This design comes from an exercise in tuning for small area on the open sky130 flow, not from production work. Only simulation tests tie the RTL to the original design; equivalence was not proved.

==> flow/design.v (outline; a module is shown in full before it is edited, if it fits) <==
// module fixed_point_alu: 437 lines
// module fixed_point_alu_srt_th: 20 lines
// module fixed_point_alu_srt4_sel: 31 lines
// module fixed_point_alu_srt4_fa: 24 lines
// module fixed_point_alu_mul: 1003 lines
// module fixed_point_alu_add64: 436 lines
// module fixed_point_alu_add33: 219 lines
module fixed_point_alu (
   input  logic        clock,
   input  logic        reset,
   input  logic        req_tvalid,
   output logic        req_tready,
   input  logic [71:0] req_tdata,
   output logic        rsp_tvalid,
   input  logic        rsp_tready,
   output logic [39:0] rsp_tdata
);
  // ...
==> flow/run.sh <==
#!/bin/bash
# synth_recipe.tcl (not shown) runs the flow's synth.tcl, then flattens the netlist and writes it again
# the make line also repeats each setting of config.mk as NAME=value (left out here)
make -C /OpenROAD-flow-scripts/flow DESIGN_CONFIG=/design/flow/config.mk WORK_HOME=/design/flow/orfs CLKGATE_MAP_FILE= SYNTH_SCRIPT=/design/flow/synth_recipe.tcl finish
==> flow/config.mk <==
export PLATFORM = sky130hd
export DESIGN_NAME = fixed_point_alu
export DESIGN_NICKNAME = fixed_point_alu
export VERILOG_FILES = /design/flow/design.v
export SDC_FILE = /design/flow/constraint.sdc
export NUM_CORES = 4
export LEC_CHECK = 0
export CAP_MARGIN = 20
export CORE_MARGIN = 2
export CORE_UTILIZATION = 40
export CTS_BUF_LIST = sky130_fd_sc_hd__clkbuf_8 sky130_fd_sc_hd__clkbuf_16
export CTS_CLUSTER_DIAMETER = 80
export CTS_CLUSTER_SIZE = 30
export PLACE_DENSITY = 0.6
export SLEW_MARGIN = 20
==> flow/constraint.sdc <==
create_clock -name core_clock -period 12.0 [get_ports {clock}]
set_input_delay 2.4000 -clock core_clock [delete_from_list [all_inputs] [get_ports {clock}]]
set_output_delay 2.4000 -clock core_clock [all_outputs]
set_load 0.01 [all_outputs]
==> flow_summary.toml, run 1 <==
[status]
status = "no timing/DRC/antenna violations"

[global_routing]
grt_pass1_vias = 77300
grt_use_total_pct = 24.5
grt_use_met1_pct = 29.2
grt_pass1_wl_um = 482000
use_met2_pct = 42.8

[cells_and_area]
n_clock_buffer = 72
most-common-layout-cells = "1321 x inv_1, 1004 x edfxtp_1, 1002 x a22oi_1"
seq_share_pct = 27.7
fin_area_um2 = 109000
layout.nonclk_buf_share_pct = 4.00
fillerInstances = 23500
nets = 11200
n_antenna_cell = 2
syn_to_final_growth_pct = 9.34
final_cell_count_no_fill = 13200

[worst_setup_path]
path_depth = 38
r2r_setup_slack_ns = 0.67
cp-endpoint = "rsp_tdata[31]"
critPathTopFamily = "compound AO/OA/AOI/OAI gates"
crit_arrival_ns = 9.03

[place]
gp_congestion = 0.939

[hold_path]
hold_class = "register to register"

[route]
dr.pass1.iters = 7
wl_per_cell_um = 24.1
wl_met3_um = 19200
vias = 75500
drc = 0

[clock_network]
clockBufferDepth = 3
tritoncts = "built"
clock-sinks = 1012

[die]
initial_core_util_pct = 40.2
die_h_um = 504

[synthesis]
synthTopCellsByArea = "edfxtp_1 30%, fa_1 19%, a22oi_1 7.5%"
mappedNetlistArea_um2 = 99900
==> run 2, diff against run 1 <==
--- a/flow/config.mk
+++ b/flow/config.mk
@@ -8,8 +8,8 @@
 export CAP_MARGIN = 20
 export CORE_MARGIN = 2
-export CORE_UTILIZATION = 40
+export CORE_UTILIZATION = 55
 export CTS_BUF_LIST = sky130_fd_sc_hd__clkbuf_8 sky130_fd_sc_hd__clkbuf_16
 export CTS_CLUSTER_DIAMETER = 80
 export CTS_CLUSTER_SIZE = 30
-export PLACE_DENSITY = 0.6
+export PLACE_DENSITY = 0.7
 export SLEW_MARGIN = 20
==> run 2 against run 1 <==
Clock-buffer cell count unchanged. Hold slack got worse by 0.0020 ns. Global-route usage up 8.2 points. Register-to-register slack improved by 0.06 ns. First-iteration DRC count up 16%. Critical path type unchanged. Critical endpoint is now rsp_tdata[26].
==> flow_summary.toml, run 2 <==
[synthesis]
synth_cell_type_count = 118
synth-compound-area-share_pct = 16.5
syn-instance-count = 9870
yosys_warnings = 5
yosys-top-cells-count = "1319 x inv_1, 1004 x edfxtp_1, 1002 x a22oi_1, 949 x fa_1, 760 x xnor2_1"
yosysMostFrequentCell = "inv_1"
muxShareOfSynthArea_pct = 1.58
avgSynthCellArea_um2 = 10.1
async_flop_share_pct = 0
synthSimpleGateAreaFrac_pct = 6.73
synth_xor_area_share_pct = 12.9
synth_top_family_by_area = "adder cells"
synth-edff-count = 1004
seq_area_frac_synth_pct = 30.3
mappedNetlistArea_um2 = 99900
synth_seq_cells = 1012
synth_ff_type = "edfxtp_1"
synthTopCellsByArea = "edfxtp_1 30%, fa_1 19%, a22oi_1 7.5%"
synth_fa_ha_area_share_pct = 24.3
yosysTopAreaCellShare_pct = 30.2
synth_top_cell_by_area = "edfxtp_1"

[cells_and_area]
postLayoutCoreUtil_pct = 59.4
fin_area_um2 = 107000
nets = 11100
final_common_cell = "inv_1"
syn_to_final_growth_pct = 7.26
most-common-layout-cells = "1320 x inv_1, 1004 x edfxtp_1, 1002 x a22oi_1"
drive_above_1_share_pct = 6.47

[worst_setup_path]
slowest_delay_ns = 0.58
slowest_stage = "or4b_4"
crit_arrival_ns = 9.07
crit_fanout = 31
required_ns = 9.60
crit_type = "register to primary output"
cp-start-kind = "register"
endpoint_kind = "primary output"

[clock_network]
cts-htree-levels = 3
cts_made_buffers = 68
clockBufferDepth = 3
clock-sinks = 1012
tritoncts = "built"
hold_buffers = 0
clk_latency_ns = 0.74
clockRootBuffer = "clkbuf_16"
path_clk_slew_ns = 0.09

[sta]
rsz0062_at_grt = "no"
max_slew.worst_pin.slew_ns = 1.24
timing.fmax_mhz = 87.1
slew_violations = 0
final.min_clock_period_ns = 11.47
tns_ns = 0
max_slew_margin_pct = 17.6
setup_viol = 0
finalHoldViolCount = 0
post-route-period-util_pct = 95.6
clock_skew_ns = 0.0617

[global_routing]
grt_max_degree = 180
grt_pass1_vias = 76800
grt_use_total_pct = 32.7
grt_overflow = 0
grt_pass1_wl_um = 466000
antenna_found_initial = 6

[die]
row_count = 156
fp.dieW_um = 430
dieArea_um2 = 185000
core_region_area_um2 = 181000
initial_core_util_pct = 55.3
ios = 118
die_h_um = 430

[route]
wl_met2_um = 140000
viasPerCell = 6.29
drtIter0Drc = 8410
routed_wl_um = 304000
highest_layer = "met5"
met1Wirelength_um = 118000
final_antenna_net_count = 0
dr.pass1.iters = 6
drc = 0
wl_per_cell_um = 25.1
vias = 76200
wl_met3_um = 26500

[place]
gp_congestion = 0.985
portBuffers = 108
dp_hpwl_um = 233000
dpl_cell_area_um2 = 104000

[status]
status = "no timing/DRC/antenna violations"

[run]
max_cap_viol_count = 0

[hold_path]
hold_class = "register to register"
[run 2: cell counts after synthesis]
Identical to the previous run, type by type.
[run 2: area by class of cell]
cell class / count / area [µm²]
well taps: 2370 / 2970
multi-input cells: 6835 / 62600
fillers: 15000 / 73400
flip-flops and latches: 1012 / 30300
inverters: 1341 / 5060
diodes: 7 / 17.5
clock inverters: 51 / 887
repair buffers: 411 / 3540
clock buffers: 72 / 1800
[run 2: metrics by stage]
stage	instances	setup slack (ns)	hold slack (ns)
after CTS	12100	0.0324	0.406
after floorplan	9874	1.45	0.400
after global placement	12000	0.440	0.401
after detailed placement	12000	0.297	0.405
after global routing	12100	0.0806	0.413
final	12100	0.525	0.406
[run 2: what timing repair did]
item | in CTS | in global routing
pin swaps | 2 | 8
setup buffers | 0 | 2
setup endpoints to repair | 32 | 37
gates resized for setup | 15 | 60
[run 2: final timing paths]
path / from / endpoint / slack (ns) / depth (start not counted)
hold / removal: tw5[10] / tw6[13] / 0.41 / 0
setup reg to reg: b0[7] / sr1[0] / 0.73 / 38
hold reg to reg: tw5[10] / tw6[13] / 0.41 / 0
setup / recovery: c7[26] / rsp_tdata[26] / 0.53 / 37
[run 2: critical path: cells and delay by family, from the launching register on]
kind,cells,cell delay (ns)
simple gates,12,2.77
xor+xnor,2,0.35
fa+ha+maj,4,1.22
compound gates,14,2.72
flops,1,0.42
buf+inv,5,0.88
[run 2: per-layer routing]
layer	vias to the layer above	GRT usage, %
met5	-	0
met4	4	18.1
met3	811	5.78
met2	3892	52.6
met1	37900	42.0
li1	33500	-
[run 2: cells by family after synthesis]
family                   count (synthesis)
AND/OR/NAND/NOR                       1432
flip-flops                            1012
buffers and inverters                 2027
XOR/XNOR                              1465
multiplexers                           150
AO/OA/AOI/OAI                         2405
other                                    1
adder cells (fa/ha/maj)               1378
==> run 3, diff against run 2 <==
--- a/flow/config.mk
+++ b/flow/config.mk
@@ -8,8 +8,8 @@
 export CAP_MARGIN = 20
 export CORE_MARGIN = 2
-export CORE_UTILIZATION = 55
+export CORE_UTILIZATION = 60
 export CTS_BUF_LIST = sky130_fd_sc_hd__clkbuf_8 sky130_fd_sc_hd__clkbuf_16
 export CTS_CLUSTER_DIAMETER = 80
 export CTS_CLUSTER_SIZE = 30
-export PLACE_DENSITY = 0.7
+export PLACE_DENSITY = 0.75
 export SLEW_MARGIN = 20
==> run 3 against run 2 <==
Synthesized cell count is the same. Via count increased by 0.22%. Setup slack worse by 0.058 ns. Maximum frequency down 0.50%. Die area decreased by 8.3%. Register-to-register slack got worse by 0.26 ns. Final cell count shrank 1.3%. Clock skew is 0.022 ns lower. Sequential cell count unchanged. Critical endpoint is now sr1[0].
==> flow_summary.toml, run 3 <==
[synthesis]
yosys-top-cells-count = "1319 x inv_1, 1004 x edfxtp_1, 1002 x a22oi_1, 949 x fa_1, 760 x xnor2_1"
synthTopCellsByArea = "edfxtp_1 30%, fa_1 19%, a22oi_1 7.5%"
synth_seq_cells = 1012
synth_fa_ha_area_share_pct = 24.3
synth_xor_area_share_pct = 12.9
yosysMostFrequentCell = "inv_1"
mappedNetlistArea_um2 = 99900
synth_top_cell_by_area = "edfxtp_1"
yosys_warnings = 5
async_flop_share_pct = 0
synth-compound-area-share_pct = 16.5
seq_area_frac_synth_pct = 30.3
synthSimpleGateAreaFrac_pct = 6.73
synth_top_family_by_area = "adder cells"
syn-instance-count = 9870
avgSynthCellArea_um2 = 10.1
synth-edff-count = 1004
synth_ff_type = "edfxtp_1"
synth_cell_type_count = 118
muxShareOfSynthArea_pct = 1.58
yosysTopAreaCellShare_pct = 30.2

[worst_setup_path]
slowest_stage = "ha_1"
crit_arrival_ns = 11.98
critPathTopFamily = "adder cells"
crit_type = "register to register"
critical_path_buf_inv_count = 4
cp-start-kind = "register"
endpoint_kind = "register"
required_ns = 12.45
slowest_delay_ns = 0.92
cp_common_cell = "fa_1"
crit_fanout = 16

[cells_and_area]
syn_to_final_growth_pct = 7.24
most-common-layout-cells = "1320 x inv_1, 1004 x edfxtp_1, 1002 x a22oi_1"
drive_above_1_share_pct = 6.83
regArea_um2 = 30300
nets = 11100
final_common_cell = "inv_1"
final_cell_count_no_fill = 11900
fillerInstances = 13100
multi_input_area_um2 = 62700

[clock_network]
cts-htree-levels = 2
clock-sinks = 1012
path_clk_slew_ns = 0.11
cts_made_buffers = 61
clk_latency_ns = 0.75
clockBufferDepth = 3
tritoncts = "built"
hold_buffers = 0
clockRootBuffer = "clkbuf_16"

[status]
status = "no timing/DRC/antenna violations"

[die]
ios = 118
die_h_um = 412
core_region_area_um2 = 165000
dieArea_um2 = 170000
initial_core_util_pct = 60.5
row_count = 149
fp.dieW_um = 412

[route]
dr.pass1.iters = 6
drtIter0Drc = 7743
viasPerCell = 6.39
wl_per_cell_um = 25.1
routed_wl_um = 300000
final_antenna_net_count = 0
drc = 0
vias = 76300

[place]
gp_congestion = 1.01
portBuffers = 108
dp.cells = 11800
dp_hpwl_um = 230000

[sta]
rsz0062_at_grt = "no"
finalHoldViolCount = 0
timing.fmax_mhz = 86.7
tns_ns = 0
final.min_clock_period_ns = 11.53
clock_skew_ns = 0.0402
post-route-period-util_pct = 96.1
max_slew_margin_pct = 19.3
max_slew.worst_pin.slew_ns = 1.20
setup_viol = 0
slew_violations = 0

[global_routing]
grt_overflow = 0
grt_pass1_wl_um = 462000
grt_max_degree = 171
grt_pass1_vias = 79000
grt_use_total_pct = 35.3
antenna_found_initial = 17

[run]
max_cap_viol_count = 0

[hold_path]
hold_class = "register to register"
-- run 3: final timing paths --
path               start     end  slack [ns]  cells after the start
setup reg to reg  b0[17]  sr1[0]        0.47                     37
hold reg to reg      fl5     fl6        0.43                      0
setup / recovery  b0[17]  sr1[0]        0.47                     37
hold / removal       fl5     fl6        0.43                      0
-- run 3: kinds of logic (layout without fill, tap and decap cells) --
logic type	count (synthesis)	in the layout
AO/OA/AOI/OAI	2405	2405
XOR/XNOR	1465	1465
adder cells (fa/ha/maj)	1378	1378
buffers and inverters	2027	1897
flip-flops	1012	1012
multiplexers	150	150
other	1	12
AND/OR/NAND/NOR	1432	1432
-- run 3: timing repair --
item,in CTS,in global routing
pin swaps,2,14
resized for setup,20,74
endpoints found under the hold margin,0,0
setup buffers,0,13
gates cloned,0,1
endpoints found under the setup margin,33,35
-- run 3: through the flow --
step | setup WS, ns | cell area, µm² | utilization (%) | hold slack (ns)
4_1_cts | 0.0116 | 107000 | 64.6 | 0.425
3_3_place_gp | 0.410 | 104000 | 63.1 | 0.401
5_1_grt | 0.0721 | 107000 | 64.9 | 0.429
3_5_place_dp | 0.250 | 104000 | 63.1 | 0.405
2_1_floorplan | 1.45 | 99900 | - | 0.400
6_report | 0.467 | 107000 | 64.9 | 0.425
-- run 3: layout make-up --
class	instances	area share [%]
antenna	7	0.0163
tap	2189	2.56
clock inverter	50	0.867
multi-input combinational	6835	58.5
inverter	1341	4.73
clock buffer	61	1.42
timing repair buffer	445	3.61
sequential	1012	28.3
-- run 3: per-layer routing --
layer | global-route usage (%) | part of all wire, % | wire length, µm | vias up
met1 | 41.5 | 36 | 108000 | 38000
met2 | 60.7 | 49 | 147000 | 3718
met4 | 21.3 | 7.0 | 21000 | 12
met5 | 0 | 0.026 | 78 | -
met3 | 5.81 | 7.8 | 23200 | 959
li1 | - | - | - | 33600
==> run 4, diff against run 3 <==
--- a/flow/config.mk
+++ b/flow/config.mk
@@ -8,8 +8,8 @@
 export CAP_MARGIN = 20
 export CORE_MARGIN = 2
-export CORE_UTILIZATION = 60
+export CORE_UTILIZATION = 65
 export CTS_BUF_LIST = sky130_fd_sc_hd__clkbuf_8 sky130_fd_sc_hd__clkbuf_16
 export CTS_CLUSTER_DIAMETER = 80
 export CTS_CLUSTER_SIZE = 30
-export PLACE_DENSITY = 0.75
+export PLACE_DENSITY = 0.8
 export SLEW_MARGIN = 20
==> run 4 against run 3 <==
Design area about the same. Register-to-register slack got worse by 0.02 ns. Clock skew increased by 0.016 ns. Global-route usage increased by 3.5 points. Sequential share of layout area about the same. Maximum frequency decreased by 0.15%. Synthesized cell count unchanged. Wire length increased by 1.8%. Highest routed layer unchanged.
==> flow_summary.toml, run 4 <==
[worst_setup_path]
crit_start = "b0[5]"
crit_type = "register to register"
endpoint_kind = "register"
cp-start-kind = "register"
crit_arrival_ns = 12.00
r2r_cells = 41
crit_fanout = 20
rr_endpoint = "sr1[0]"
r2r_setup_slack_ns = 0.45
slowest_delay_ns = 0.72
regToRegStartpoint = "b0[5]"
required_ns = 12.45
cp_common_cell = "fa_1"
cp-endpoint = "sr1[0]"
slowest_stage = "edfxtp_1"

[route]
routed_wl_um = 305000
drc = 0
vias = 77200
viasPerCell = 6.54
drtIter0Drc = 8516
dr.pass1.iters = 9
final_antenna_net_count = 0
wl_per_cell_um = 25.8

[place]
dp_hpwl_um = 235000
gp_congestion = 1.01
dp.cells = 11700
portBuffers = 108
place_ws_ns = 0.338

[sta]
max_slew_margin_pct = 25.3
worst_slack_ns = 0.450
slew_violations = 0
tns_ns = 0
max_slew.worst_pin.slew_ns = 1.12
whs_ns = 0.420
setup_viol = 0
final.min_clock_period_ns = 11.55
finalHoldViolCount = 0
clock_skew_ns = 0.0561
post-route-period-util_pct = 96.2
timing.fmax_mhz = 86.6

[hold_path]
hold_class = "register to register"

[synthesis]
mappedNetlistArea_um2 = 99900
async_flop_share_pct = 0
synth_cell_type_count = 118
seq_area_frac_synth_pct = 30.3
yosys-top-cells-count = "1319 x inv_1, 1004 x edfxtp_1, 1002 x a22oi_1, 949 x fa_1, 760 x xnor2_1"
synthTopCellsByArea = "edfxtp_1 30%, fa_1 19%, a22oi_1 7.5%"
yosys_warnings = 5
synth-edff-count = 1004
yosysMostFrequentCell = "inv_1"
syn-instance-count = 9870
yosysTopAreaCellShare_pct = 30.2
synth_seq_cells = 1012
avgSynthCellArea_um2 = 10.1
synth_top_cell_by_area = "edfxtp_1"
synth_ff_type = "edfxtp_1"

[cells_and_area]
final_cell_count_no_fill = 11800
final_common_cell = "inv_1"
most-common-layout-cells = "1325 x inv_1, 1004 x edfxtp_1, 1002 x a22oi_1"
drive_above_1_share_pct = 7.13
fillerInstances = 10900
postLayoutCoreUtil_pct = 70.4
nets = 11200
syn_to_final_growth_pct = 7.21

[die]
ios = 118
die_h_um = 396
initial_core_util_pct = 65.6
row_count = 143
fp.dieW_um = 396
core_region_area_um2 = 152000
dieArea_um2 = 157000

[global_routing]
antenna_found_initial = 9
grt_use_total_pct = 38.8
grt_overflow = 0
grt_max_degree = 173
grt_pass1_wl_um = 468000
grt_pass1_vias = 79400

[clock_network]
tritoncts = "built"
hold_buffers = 0
clockRootBuffer = "clkbuf_16"
cts-htree-levels = 2
clock-sinks = 1012
path_clk_slew_ns = 0.10
clockBufferDepth = 3
cts_made_buffers = 60
clk_latency_ns = 0.76

[run]
max_cap_viol_count = 0

[status]
status = "no timing/DRC/antenna violations"
==> run 4: metal layers <==
layer | track usage (%) | part of all wire, %
met2 | 64.3 | 48
met1 | 47.1 | 36
met4 | 25.6 | 7.9
met5 | 0.0308 | 0.0085
met3 | 6.15 | 8.2
==> run 4: repair_timing <==
| action | 4_1_cts | 5_1_grt |
|---|---|---|
| gates resized for setup | 20 | 79 |
| setup buffers | 0 | 18 |
| cloned | 0 | 2 |
| endpoints found under the setup margin | 32 | 36 |
| pin swaps | 1 | 18 |
==> run 4: area by class of cell <==
type / instances / area (µm²) / share of cell area, %
Tap cell: 2030 / 2540 / 2.37
Clock inverter: 50 / 793 / 0.740
Multi-Input combinational cell: 6835 / 62800 / 58.6
Timing Repair Buffer: 471 / 4100 / 3.83
Inverter: 1341 / 5070 / 4.73
Antenna cell: 4 / 10.0 / 0.00934
Sequential cell: 1012 / 30300 / 28.3
Clock buffer: 61 / 1530 / 1.42
==> run 4: cells by family (layout without fill, tap and decap cells) <==
family | after synthesis | in the layout | share of synthesized area [%]
buf+inv | 2027 | 1923 | 7.69
compound gates | 2405 | 2405 | 16.5
fa+ha+maj | 1378 | 1378 | 24.3
flops | 1012 | 1012 | 30.3
mux | 150 | 150 | 1.58
other cells | 1 | 9 | 0.00375
simple gates | 1432 | 1432 | 6.73
xor+xnor | 1465 | 1465 | 12.9
==> run 4: worst min-delay path by stage <==
stage	end	cells after the start	slack, ns	startpoint
after floorplan	dv2	0	0.40	dv1
after global placement	sr6[1]	0	0.40	sr5[1]
after detailed placement	fl3	0	0.40	fl2
after CTS	tw7[11]	0	0.42	tw6[9]
after global routing	tw2[3]	0	0.43	tw1
final	t2[4]	0	0.42	t1[4]
==> run 4: per-stage QoR <==
stage | instance area (µm²)
floorplan | 99900
global placement | 104000
detailed placement | 104000
CTS | 107000
global route | 107000
finish | 107000
==> run 4: critical path, delay by kind of cell, from the launching register on <==
| family | cells | cell delay, ns |
|---|---|---|
| AOI/OAI and AO/OA | 18 | 4.04 |
| adders and majority gates | 8 | 3.55 |
| buffers and inverters | 7 | 1.50 |
| and+or+nand+nor | 7 | 1.23 |
| DFF | 1 | 0.72 |
| xor gates and xnor gates | 1 | 0.20 |

re-timing with driven ports:
In the flow no input, the clock included, has a driving cell. The finished layouts below were timed again as built, in two steps. Step 1: set_driving_cell puts a clkbuf_16 on clock and a buf_2 on each other input, an assumption about the parent block. Step 2 moves the port delays by t, midway between the first and last clock arrival at a register: inputs arrive t later, outputs are due t later. That takes back most of the time a late clock gives input paths. Slacks: no drivers / after step 1 / after step 2; pairs: no drivers / after step 1.
run	t (ns)	slack for setup (ns)	worst setup path after step 2	worst data-port slew with drivers (ns)
run 1	0.828	0.569 / 0.473 / 0.672	register to register	0.07
run 2	0.808	0.525 / 0.430 / 0.725	register to register	0.06
run 3	0.827	0.467 / 0.467 / 0.467	register to register	0.20
run 4	0.822	0.450 / 0.450 / 0.450	register to register	0.19
After both steps setup and hold are still met in every run listed.
